Background: an optimization exercise with open tools, aiming at small area and a short achievable clock period. Do not read the settings as production practice.
At most, simulation tests tie the RTL to the original design; equivalence was not proved.

== job 7900 ==
Design xgmii_rx_top, start of the top module:
module xgmii_rx_top #(
    parameter int STAT_W = 32
) (
    input  logic              clk,
    input  logic              inv_aresetn,
    input  logic [63:0]       xgmii_d_i,
    input  logic [7:0]        xgmii_c_i,
    output logic [63:0]       tdata_o,
    output logic [7:0]        tkeep_o,
    output logic              tvalid_o,
    output logic              tlast_o,
    output logic              tuser_o,
    output logic [STAT_W-1:0] good_frames_o,
    output logic [STAT_W-1:0] bad_frames_o
);
For scale: about 1200 cells after synthesis, roughly 250 flip-flops, ~210 I/O pins, roughly 13000 µm² of cells after synthesis.
export LEC_CHECK = 0
export CAP_MARGIN = 20
export CORE_MARGIN = 2
export CORE_UTILIZATION = 40
export SETUP_SLACK_MARGIN = 0.2
export SLEW_MARGIN = 20
export BUFFER_PORTS_ARGS = -buffer_cell sky130_fd_sc_hd__buf_2
export DONT_USE_CELLS = sky130_fd_sc_hd__xor3_1 sky130_fd_sc_hd__xor3_2 sky130_fd_sc_hd__xor3_4 sky130_fd_sc_hd__xnor3_1 sky130_fd_sc_hd__xnor3_2 sky130_fd_sc_hd__xnor3_4 sky130_fd_sc_hd__xnor2_2 sky130_fd_sc_hd__xnor2_4 sky130_fd_sc_hd__xor2_2 sky130_fd_sc_hd__xor2_4
create_clock -name core_clock -period 9.0 [get_ports {clk}]
standard.sh (not shown) runs the stock make flow with config.mk's settings and CLKGATE_MAP_FILE= SYNTH_SCRIPT=/design/flow/synth_recipe.tcl, a recipe that flattens the netlist after the stock synthesis.
==> flow/flow/run.sh <==
#!/bin/bash
# Own layout flow: the standard ORFS flow (standard.sh) with
# - plain sky130_fd_sc_hd__buf_2 cells as the port buffers,
# - these cells kept out of mapping and repair (added to the platform's
#   don't-use list; registers are unaffected): sky130_fd_sc_hd__xor3_1 sky130_fd_sc_hd__xor3_2 sky130_fd_sc_hd__xor3_4 sky130_fd_sc_hd__xnor3_1 sky130_fd_sc_hd__xnor3_2 sky130_fd_sc_hd__xnor3_4 sky130_fd_sc_hd__xnor2_2 sky130_fd_sc_hd__xnor2_4 sky130_fd_sc_hd__xor2_2 sky130_fd_sc_hd__xor2_4
# - these make settings: SETUP_SLACK_MARGIN=6.0 CTS_BUF_LIST=sky130_fd_sc_hd__clkbuf_16 CTS_CLUSTER_SIZE=30 CTS_CLUSTER_DIAMETER=100
# SETUP_SLACK_MARGIN makes setup repair keep sizing and buffering until
# paths are that far below the (unchanged) 9 ns clock period.
set -euo pipefail
cd "$(dirname "$0")/.."
{
  echo "export BUFFER_PORTS_ARGS = -buffer_cell sky130_fd_sc_hd__buf_2"
  echo "export DONT_USE_CELLS = sky130_fd_sc_hd__xor3_1 sky130_fd_sc_hd__xor3_2 sky130_fd_sc_hd__xor3_4 sky130_fd_sc_hd__xnor3_1 sky130_fd_sc_hd__xnor3_2 sky130_fd_sc_hd__xnor3_4 sky130_fd_sc_hd__xnor2_2 sky130_fd_sc_hd__xnor2_4 sky130_fd_sc_hd__xor2_2 sky130_fd_sc_hd__xor2_4"
} >> config.mk
bash standard.sh SETUP_SLACK_MARGIN=6.0 CTS_BUF_LIST=sky130_fd_sc_hd__clkbuf_16 CTS_CLUSTER_SIZE=30 CTS_CLUSTER_DIAMETER=100 finish > standard.log 2>&1
Edits applied to the flow inputs when going from job 7900 to job 5222:
diff --git a/flow/flow/run.sh b/flow/flow/run.sh
--- a/flow/flow/run.sh
+++ b/flow/flow/run.sh
@@ -5,3 +5,3 @@
 #   don't-use list; registers are unaffected): sky130_fd_sc_hd__xor3_1 sky130_fd_sc_hd__xor3_2 sky130_fd_sc_hd__xor3_4 sky130_fd_sc_hd__xnor3_1 sky130_fd_sc_hd__xnor3_2 sky130_fd_sc_hd__xnor3_4 sky130_fd_sc_hd__xnor2_2 sky130_fd_sc_hd__xnor2_4 sky130_fd_sc_hd__xor2_2 sky130_fd_sc_hd__xor2_4
-# - these make settings: SETUP_SLACK_MARGIN=6.0 CTS_BUF_LIST=sky130_fd_sc_hd__clkbuf_16 CTS_CLUSTER_SIZE=30 CTS_CLUSTER_DIAMETER=100
+# - these make settings: SETUP_SLACK_MARGIN=6.0 CTS_BUF_LIST=sky130_fd_sc_hd__clkbuf_16 CTS_CLUSTER_SIZE=25 CTS_CLUSTER_DIAMETER=100
 # SETUP_SLACK_MARGIN makes setup repair keep sizing and buffering until
@@ -14,2 +14,2 @@
 } >> config.mk
-bash standard.sh SETUP_SLACK_MARGIN=6.0 CTS_BUF_LIST=sky130_fd_sc_hd__clkbuf_16 CTS_CLUSTER_SIZE=30 CTS_CLUSTER_DIAMETER=100 finish > standard.log 2>&1
+bash standard.sh SETUP_SLACK_MARGIN=6.0 CTS_BUF_LIST=sky130_fd_sc_hd__clkbuf_16 CTS_CLUSTER_SIZE=25 CTS_CLUSTER_DIAMETER=100 finish > standard.log 2>&1
Notes after the runs:
- No run among job 7900 and job 5222 stopped early or left any final violation; all are clean.
- Met3 layer usage reported by global route: higher on job 5222
- Job 7900 → job 5222: achievable clock frequency shows an increase of about 0.9%, number of placed cells counting well taps saw little to no change, adder and majority gate portion of the synthesized area has remained practically unchanged.
- Looking at job 7900 and job 5222, the first-pass GRT wire length is a wash.
For job 3241, these inputs were changed with respect to job 5222:
diff --git a/flow/flow/run.sh b/flow/flow/run.sh
--- a/flow/flow/run.sh
+++ b/flow/flow/run.sh
@@ -5,3 +5,3 @@
 #   don't-use list; registers are unaffected): sky130_fd_sc_hd__xor3_1 sky130_fd_sc_hd__xor3_2 sky130_fd_sc_hd__xor3_4 sky130_fd_sc_hd__xnor3_1 sky130_fd_sc_hd__xnor3_2 sky130_fd_sc_hd__xnor3_4 sky130_fd_sc_hd__xnor2_2 sky130_fd_sc_hd__xnor2_4 sky130_fd_sc_hd__xor2_2 sky130_fd_sc_hd__xor2_4
-# - these make settings: SETUP_SLACK_MARGIN=6.0 CTS_BUF_LIST=sky130_fd_sc_hd__clkbuf_16 CTS_CLUSTER_SIZE=25 CTS_CLUSTER_DIAMETER=100
+# - these make settings: SETUP_SLACK_MARGIN=6.0 CTS_BUF_LIST=sky130_fd_sc_hd__clkbuf_16 CTS_CLUSTER_SIZE=25 CTS_CLUSTER_DIAMETER=100 CORE_UTILIZATION=60 PLACE_DENSITY=0.7
 # SETUP_SLACK_MARGIN makes setup repair keep sizing and buffering until
@@ -14,2 +14,2 @@
 } >> config.mk
-bash standard.sh SETUP_SLACK_MARGIN=6.0 CTS_BUF_LIST=sky130_fd_sc_hd__clkbuf_16 CTS_CLUSTER_SIZE=25 CTS_CLUSTER_DIAMETER=100 finish > standard.log 2>&1
+bash standard.sh SETUP_SLACK_MARGIN=6.0 CTS_BUF_LIST=sky130_fd_sc_hd__clkbuf_16 CTS_CLUSTER_SIZE=25 CTS_CLUSTER_DIAMETER=100 CORE_UTILIZATION=60 PLACE_DENSITY=0.7 finish > standard.log 2>&1
Findings:
- Relative to job 5222, final hold slack has gone down in job 3241.
- Sort job 3241 and job 5222 by clock buffer count in the final layout, descending, and job 5222 comes first.
- Going from job 5222 to job 3241, layout-stage area growth over the synthesis result lost 1.9 points; total die area lost 33%.
Here is what was changed in the inputs of job 2018 compared with job 3241.
diff --git a/flow/flow/run.sh b/flow/flow/run.sh
--- a/flow/flow/run.sh
+++ b/flow/flow/run.sh
@@ -5,3 +5,3 @@
 #   don't-use list; registers are unaffected): sky130_fd_sc_hd__xor3_1 sky130_fd_sc_hd__xor3_2 sky130_fd_sc_hd__xor3_4 sky130_fd_sc_hd__xnor3_1 sky130_fd_sc_hd__xnor3_2 sky130_fd_sc_hd__xnor3_4 sky130_fd_sc_hd__xnor2_2 sky130_fd_sc_hd__xnor2_4 sky130_fd_sc_hd__xor2_2 sky130_fd_sc_hd__xor2_4
-# - these make settings: SETUP_SLACK_MARGIN=6.0 CTS_BUF_LIST=sky130_fd_sc_hd__clkbuf_16 CTS_CLUSTER_SIZE=25 CTS_CLUSTER_DIAMETER=100 CORE_UTILIZATION=60 PLACE_DENSITY=0.7
+# - these make settings: SETUP_SLACK_MARGIN=6.0 CTS_BUF_LIST=sky130_fd_sc_hd__clkbuf_16 CTS_CLUSTER_SIZE=25 CTS_CLUSTER_DIAMETER=100 CORE_UTILIZATION=70 PLACE_DENSITY=0.8
 # SETUP_SLACK_MARGIN makes setup repair keep sizing and buffering until
@@ -14,2 +14,2 @@
 } >> config.mk
-bash standard.sh SETUP_SLACK_MARGIN=6.0 CTS_BUF_LIST=sky130_fd_sc_hd__clkbuf_16 CTS_CLUSTER_SIZE=25 CTS_CLUSTER_DIAMETER=100 CORE_UTILIZATION=60 PLACE_DENSITY=0.7 finish > standard.log 2>&1
+bash standard.sh SETUP_SLACK_MARGIN=6.0 CTS_BUF_LIST=sky130_fd_sc_hd__clkbuf_16 CTS_CLUSTER_SIZE=25 CTS_CLUSTER_DIAMETER=100 CORE_UTILIZATION=70 PLACE_DENSITY=0.8 finish > standard.log 2>&1
Notes after the runs:
- Job 2018 reached the final stage; the timing, design-rule and antenna checks on its layout passed.
- Looking only at setup slack, and setting everything else aside, the higher value of job 2018 and job 3241 goes to job 3241.
- A start point of the critical path of tuser_o is what job 2018 shows, while tdata_o[4] belongs to job 3241.
- As far as number of sequential cells in the layout goes, job 2018 and job 3241 are indistinguishable; the numbers are identical.
- Taking job 3241 as the reference point, the post-layout minimum cycle time of job 2018 rises by 3.2 ps.
- [job 2018] setup slack after placement rose 30 ps relative to job 3241
- After synthesis and placement, the instance count of job 2018 is below that of job 3241.
The following lists how job 6813 was set up differently from job 2018:
diff --git a/flow/flow/run.sh b/flow/flow/run.sh
--- a/flow/flow/run.sh
+++ b/flow/flow/run.sh
@@ -5,3 +5,3 @@
 #   don't-use list; registers are unaffected): sky130_fd_sc_hd__xor3_1 sky130_fd_sc_hd__xor3_2 sky130_fd_sc_hd__xor3_4 sky130_fd_sc_hd__xnor3_1 sky130_fd_sc_hd__xnor3_2 sky130_fd_sc_hd__xnor3_4 sky130_fd_sc_hd__xnor2_2 sky130_fd_sc_hd__xnor2_4 sky130_fd_sc_hd__xor2_2 sky130_fd_sc_hd__xor2_4
-# - these make settings: SETUP_SLACK_MARGIN=6.0 CTS_BUF_LIST=sky130_fd_sc_hd__clkbuf_16 CTS_CLUSTER_SIZE=25 CTS_CLUSTER_DIAMETER=100 CORE_UTILIZATION=70 PLACE_DENSITY=0.8
+# - these make settings: SETUP_SLACK_MARGIN=6.15 CTS_BUF_LIST=sky130_fd_sc_hd__clkbuf_16 CTS_CLUSTER_SIZE=25 CTS_CLUSTER_DIAMETER=100
 # SETUP_SLACK_MARGIN makes setup repair keep sizing and buffering until
@@ -14,2 +14,2 @@
 } >> config.mk
-bash standard.sh SETUP_SLACK_MARGIN=6.0 CTS_BUF_LIST=sky130_fd_sc_hd__clkbuf_16 CTS_CLUSTER_SIZE=25 CTS_CLUSTER_DIAMETER=100 CORE_UTILIZATION=70 PLACE_DENSITY=0.8 finish > standard.log 2>&1
+bash standard.sh SETUP_SLACK_MARGIN=6.15 CTS_BUF_LIST=sky130_fd_sc_hd__clkbuf_16 CTS_CLUSTER_SIZE=25 CTS_CLUSTER_DIAMETER=100 finish > standard.log 2>&1
### Flow results
Comparing job 2018 and job 6813, the lower share of the clock period used by the worst path after layout is on job 6813.
Compare job 2018 and job 6813 | global placement routability congestion lower: job 6813
Diff job 2018..job 6813 | total I/O pin count | unchanged
Of job 2018 and job 6813, the lower sequential share of layout area belongs to job 6813.
Floorplan check, job 6813 vs job 2018: die outline larger in job 6813
### job 6813 -> job 281
Settings: DONT_USE_CELLS: sky130_fd_sc_hd__xor3_1 sky130_fd_sc_hd__xor3_2 sky130_fd_sc_hd__xor3_4 sky130_fd_sc_hd__xnor3_1 sky130_fd_sc_hd__xnor3_2 sky130_fd_sc_hd__xnor3_4 sky130_fd_sc_hd__xnor2_2 sky130_fd_sc_hd__xnor2_4 sky130_fd_sc_hd__xor2_2 sky130_fd_sc_hd__xor2_4 -> sky130_fd_sc_hd__xor3_1 sky130_fd_sc_hd__xor3_2 sky130_fd_sc_hd__xor3_4 sky130_fd_sc_hd__xnor3_1 sky130_fd_sc_hd__xnor3_2 sky130_fd_sc_hd__xnor3_4 sky130_fd_sc_hd__xnor2_4 sky130_fd_sc_hd__xor2_4.
==> flow/flow/run.sh <==
#!/bin/bash
# Own layout flow: the standard ORFS flow (standard.sh) with
# - plain sky130_fd_sc_hd__buf_2 cells as the port buffers,
# - these cells kept out of mapping and repair (added to the platform's
#   don't-use list; registers are unaffected): sky130_fd_sc_hd__xor3_1 sky130_fd_sc_hd__xor3_2 sky130_fd_sc_hd__xor3_4 sky130_fd_sc_hd__xnor3_1 sky130_fd_sc_hd__xnor3_2 sky130_fd_sc_hd__xnor3_4 sky130_fd_sc_hd__xnor2_4 sky130_fd_sc_hd__xor2_4
# - these make settings: SETUP_SLACK_MARGIN=6.0 CTS_BUF_LIST=sky130_fd_sc_hd__clkbuf_16 CTS_CLUSTER_SIZE=25 CTS_CLUSTER_DIAMETER=100
# SETUP_SLACK_MARGIN makes setup repair keep sizing and buffering until
# paths are that far below the (unchanged) 9 ns clock period.
set -euo pipefail
cd "$(dirname "$0")/.."
{
  echo "export BUFFER_PORTS_ARGS = -buffer_cell sky130_fd_sc_hd__buf_2"
  echo "export DONT_USE_CELLS = sky130_fd_sc_hd__xor3_1 sky130_fd_sc_hd__xor3_2 sky130_fd_sc_hd__xor3_4 sky130_fd_sc_hd__xnor3_1 sky130_fd_sc_hd__xnor3_2 sky130_fd_sc_hd__xnor3_4 sky130_fd_sc_hd__xnor2_4 sky130_fd_sc_hd__xor2_4"
} >> config.mk
bash standard.sh SETUP_SLACK_MARGIN=6.0 CTS_BUF_LIST=sky130_fd_sc_hd__clkbuf_16 CTS_CLUSTER_SIZE=25 CTS_CLUSTER_DIAMETER=100 finish > standard.log 2>&1
--- outcome ---
Relative to job 6813, the area inside the core boundary of job 281 is higher by 980 µm². Job 281 vs job 6813, total setup buffers inserted after CTS went down by 32. Going from job 6813 to job 281, routed wire length shrinks by 2000 µm. Fmax (job 281 vs. job 6813) increases slightly. Lower non-clock buffer count was reported by job 281, not job 6813. Per the comparison of job 281 with job 6813, sequential share of layout area shows no meaningful change; count of non-CTS inverters in the layout shows no meaningful change; first-pass GRT wire length shows a reduction of 4500 µm; fraction of synthesized cell area in xor and xnor cells shows an increase of 1.8 points.

---

xgmii_rx_top, a different RTL version from the one above (not shown whole).
Size: about 1200 cells after synthesis, about 250 flip-flops, about 210 I/O pins, roughly 0.013 mm² of cells after synthesis.
export LEC_CHECK = 0
export CAP_MARGIN = 20
export CORE_MARGIN = 2
export CORE_UTILIZATION = 40
export SETUP_SLACK_MARGIN = 0.2
export SLEW_MARGIN = 20
create_clock -name core_clock -period 9.0 [get_ports {clk}]
==> flow/flow/run.sh <==
#!/bin/bash
# Own layout flow: the standard ORFS flow (standard.sh), run in two
# parts with these changes:
# - plain sky130_fd_sc_hd__buf_2 cells as the port buffers;
# - extra don't-use cells (on top of the platform's list), which only steer
#   the choice of combinational cells; registers are unaffected:
#     synthesis: sky130_fd_sc_hd__xor3_1 sky130_fd_sc_hd__xor3_2 sky130_fd_sc_hd__xor3_4 sky130_fd_sc_hd__xnor3_1 sky130_fd_sc_hd__xnor3_2 sky130_fd_sc_hd__xnor3_4 sky130_fd_sc_hd__xnor2_2 sky130_fd_sc_hd__xnor2_4 sky130_fd_sc_hd__xor2_2 sky130_fd_sc_hd__xor2_4
#     placement to finish: sky130_fd_sc_hd__xor3_1 sky130_fd_sc_hd__xor3_2 sky130_fd_sc_hd__xor3_4 sky130_fd_sc_hd__xnor3_1 sky130_fd_sc_hd__xnor3_2 sky130_fd_sc_hd__xnor3_4
#   (synthesis maps the crc xor network to small two-input xor cells; the
#   later repair may still size a few of them up);
# - make settings: SETUP_SLACK_MARGIN=6.0 CTS_BUF_LIST=sky130_fd_sc_hd__clkbuf_16 CTS_CLUSTER_SIZE=25 CTS_CLUSTER_DIAMETER=100
#   SETUP_SLACK_MARGIN makes setup repair keep sizing and buffering until
#   paths are that far below the (unchanged) 9 ns clock period.
# Each part's full output goes to its own log in this folder.
set -euo pipefail
cd "$(dirname "$0")/.."
cp config.mk config.bench.mk
{
  echo "export BUFFER_PORTS_ARGS = -buffer_cell sky130_fd_sc_hd__buf_2"
  echo "export DONT_USE_CELLS = sky130_fd_sc_hd__xor3_1 sky130_fd_sc_hd__xor3_2 sky130_fd_sc_hd__xor3_4 sky130_fd_sc_hd__xnor3_1 sky130_fd_sc_hd__xnor3_2 sky130_fd_sc_hd__xnor3_4 sky130_fd_sc_hd__xnor2_2 sky130_fd_sc_hd__xnor2_4 sky130_fd_sc_hd__xor2_2 sky130_fd_sc_hd__xor2_4"
} > config.add.mk
cat config.bench.mk config.add.mk > config.mk
bash standard.sh SETUP_SLACK_MARGIN=6.0 CTS_BUF_LIST=sky130_fd_sc_hd__clkbuf_16 CTS_CLUSTER_SIZE=25 CTS_CLUSTER_DIAMETER=100 synth > standard_synth.log 2>&1
{
  echo "export BUFFER_PORTS_ARGS = -buffer_cell sky130_fd_sc_hd__buf_2"
  echo "export DONT_USE_CELLS = sky130_fd_sc_hd__xor3_1 sky130_fd_sc_hd__xor3_2 sky130_fd_sc_hd__xor3_4 sky130_fd_sc_hd__xnor3_1 sky130_fd_sc_hd__xnor3_2 sky130_fd_sc_hd__xnor3_4"
} > config.add.mk
cat config.bench.mk config.add.mk > config.mk
bash standard.sh SETUP_SLACK_MARGIN=6.0 CTS_BUF_LIST=sky130_fd_sc_hd__clkbuf_16 CTS_CLUSTER_SIZE=25 CTS_CLUSTER_DIAMETER=100 finish > standard.log 2>&1
cp config.bench.mk config.mk
The first run produced a clean layout.
Next try:
--- a/flow/flow/run.sh
+++ b/flow/flow/run.sh
@@ -10,3 +10,5 @@
 #   later repair may still size a few of them up);
-# - make settings: SETUP_SLACK_MARGIN=6.0 CTS_BUF_LIST=sky130_fd_sc_hd__clkbuf_16 CTS_CLUSTER_SIZE=25 CTS_CLUSTER_DIAMETER=100
+# - clock tree: clkbuf_16 only, sink clusters of up to 25 within 100 um,
+#   no dummy loads;
+# - make settings: SETUP_SLACK_MARGIN=6.1
 #   SETUP_SLACK_MARGIN makes setup repair keep sizing and buffering until
@@ -20,5 +22,6 @@
   echo "export DONT_USE_CELLS = sky130_fd_sc_hd__xor3_1 sky130_fd_sc_hd__xor3_2 sky130_fd_sc_hd__xor3_4 sky130_fd_sc_hd__xnor3_1 sky130_fd_sc_hd__xnor3_2 sky130_fd_sc_hd__xnor3_4 sky130_fd_sc_hd__xnor2_2 sky130_fd_sc_hd__xnor2_4 sky130_fd_sc_hd__xor2_2 sky130_fd_sc_hd__xor2_4"
+  echo "export CTS_ARGS = -sink_clustering_enable -repair_clock_nets -sink_clustering_size 25 -sink_clustering_max_diameter 100 -buf_list sky130_fd_sc_hd__clkbuf_16 -dont_use_dummy_load"
 } > config.add.mk
 cat config.bench.mk config.add.mk > config.mk
-bash standard.sh SETUP_SLACK_MARGIN=6.0 CTS_BUF_LIST=sky130_fd_sc_hd__clkbuf_16 CTS_CLUSTER_SIZE=25 CTS_CLUSTER_DIAMETER=100 synth > standard_synth.log 2>&1
+bash standard.sh SETUP_SLACK_MARGIN=6.1 synth > standard_synth.log 2>&1
 {
@@ -26,5 +29,6 @@
   echo "export DONT_USE_CELLS = sky130_fd_sc_hd__xor3_1 sky130_fd_sc_hd__xor3_2 sky130_fd_sc_hd__xor3_4 sky130_fd_sc_hd__xnor3_1 sky130_fd_sc_hd__xnor3_2 sky130_fd_sc_hd__xnor3_4"
+  echo "export CTS_ARGS = -sink_clustering_enable -repair_clock_nets -sink_clustering_size 25 -sink_clustering_max_diameter 100 -buf_list sky130_fd_sc_hd__clkbuf_16 -dont_use_dummy_load"
 } > config.add.mk
 cat config.bench.mk config.add.mk > config.mk
-bash standard.sh SETUP_SLACK_MARGIN=6.0 CTS_BUF_LIST=sky130_fd_sc_hd__clkbuf_16 CTS_CLUSTER_SIZE=25 CTS_CLUSTER_DIAMETER=100 finish > standard.log 2>&1
+bash standard.sh SETUP_SLACK_MARGIN=6.1 finish > standard.log 2>&1
 cp config.bench.mk config.mk
Sequential cell count stays the same.
Register-to-register slack improved by 140 ps.
Utilization drops by 0.14 points.
Via count drops by 0.31%.
Clock-buffer cell count drops by 1.
Die area is unchanged.
Cell count drops by 0.49%.
Next try:
--- a/flow/flow/run.sh
+++ b/flow/flow/run.sh
@@ -10,5 +10,3 @@
 #   later repair may still size a few of them up);
-# - clock tree: clkbuf_16 only, sink clusters of up to 25 within 100 um,
-#   no dummy loads;
-# - make settings: SETUP_SLACK_MARGIN=6.1
+# - make settings: SETUP_SLACK_MARGIN=6.1 CTS_BUF_LIST=sky130_fd_sc_hd__clkbuf_16 CTS_CLUSTER_SIZE=25 CTS_CLUSTER_DIAMETER=100
 #   SETUP_SLACK_MARGIN makes setup repair keep sizing and buffering until
@@ -22,6 +20,5 @@
   echo "export DONT_USE_CELLS = sky130_fd_sc_hd__xor3_1 sky130_fd_sc_hd__xor3_2 sky130_fd_sc_hd__xor3_4 sky130_fd_sc_hd__xnor3_1 sky130_fd_sc_hd__xnor3_2 sky130_fd_sc_hd__xnor3_4 sky130_fd_sc_hd__xnor2_2 sky130_fd_sc_hd__xnor2_4 sky130_fd_sc_hd__xor2_2 sky130_fd_sc_hd__xor2_4"
-  echo "export CTS_ARGS = -sink_clustering_enable -repair_clock_nets -sink_clustering_size 25 -sink_clustering_max_diameter 100 -buf_list sky130_fd_sc_hd__clkbuf_16 -dont_use_dummy_load"
 } > config.add.mk
 cat config.bench.mk config.add.mk > config.mk
-bash standard.sh SETUP_SLACK_MARGIN=6.1 synth > standard_synth.log 2>&1
+bash standard.sh SETUP_SLACK_MARGIN=6.1 CTS_BUF_LIST=sky130_fd_sc_hd__clkbuf_16 CTS_CLUSTER_SIZE=25 CTS_CLUSTER_DIAMETER=100 synth > standard_synth.log 2>&1
 {
@@ -29,6 +26,5 @@
   echo "export DONT_USE_CELLS = sky130_fd_sc_hd__xor3_1 sky130_fd_sc_hd__xor3_2 sky130_fd_sc_hd__xor3_4 sky130_fd_sc_hd__xnor3_1 sky130_fd_sc_hd__xnor3_2 sky130_fd_sc_hd__xnor3_4"
-  echo "export CTS_ARGS = -sink_clustering_enable -repair_clock_nets -sink_clustering_size 25 -sink_clustering_max_diameter 100 -buf_list sky130_fd_sc_hd__clkbuf_16 -dont_use_dummy_load"
 } > config.add.mk
 cat config.bench.mk config.add.mk > config.mk
-bash standard.sh SETUP_SLACK_MARGIN=6.1 finish > standard.log 2>&1
+bash standard.sh SETUP_SLACK_MARGIN=6.1 CTS_BUF_LIST=sky130_fd_sc_hd__clkbuf_16 CTS_CLUSTER_SIZE=25 CTS_CLUSTER_DIAMETER=100 finish > standard.log 2>&1
 cp config.bench.mk config.mk
Global-route usage is about the same.
Non-clock buffer count stays the same.
Area after synthesis is unchanged.
Design area came out higher by 0.65%.
Worst hold slack degrades by 3.1 ps.
No functional check of the RTL was part of any run of this note.

-- static timing again, ports no longer ideal --
Ports are ideal in the flow. The routed layouts listed here were re-timed in OpenROAD.
Step 1: set_driving_cell puts a clkbuf_16 on clk and a buf_2 on each other input, an assumption about the parent block.
Step 2 moves the port delays by t, midway between the first and last clock arrival at a register: inputs arrive t later, outputs are due t later. That takes back most of the time a late clock gives input paths.
Slacks: no drivers / after step 1 / after step 2; pairs: no drivers / after step 1.
run	shift t [ns]	setup slack, ns	worst slew at a driven data input, ns
job 7900	0.559	6.075 / 6.023 / 5.795	0.06
job 5222	0.550	6.100 / 6.052 / 5.764	0.06
job 3241	0.539	6.011 / 5.960 / 5.867	0.05
job 2018	0.535	6.008 / 5.962 / 5.905	0.05
job 6813	0.552	6.051 / 5.999 / 5.912	0.06
job 281	0.540	6.064 / 6.059 / 5.776	0.06
the first run of note 2	0.544	5.954 / 5.954 / 5.848	0.06
the second run of note 2	0.530	6.091 / 6.075 / 5.835	0.06
the third run of note 2	0.551	6.096 / 6.046 / 5.841	0.06
After both steps setup and hold are still met in every run listed. For job 5222, which loses most, drivers alone change the setup slack by -0.048 ns; drivers and shift together by -0.336 ns.
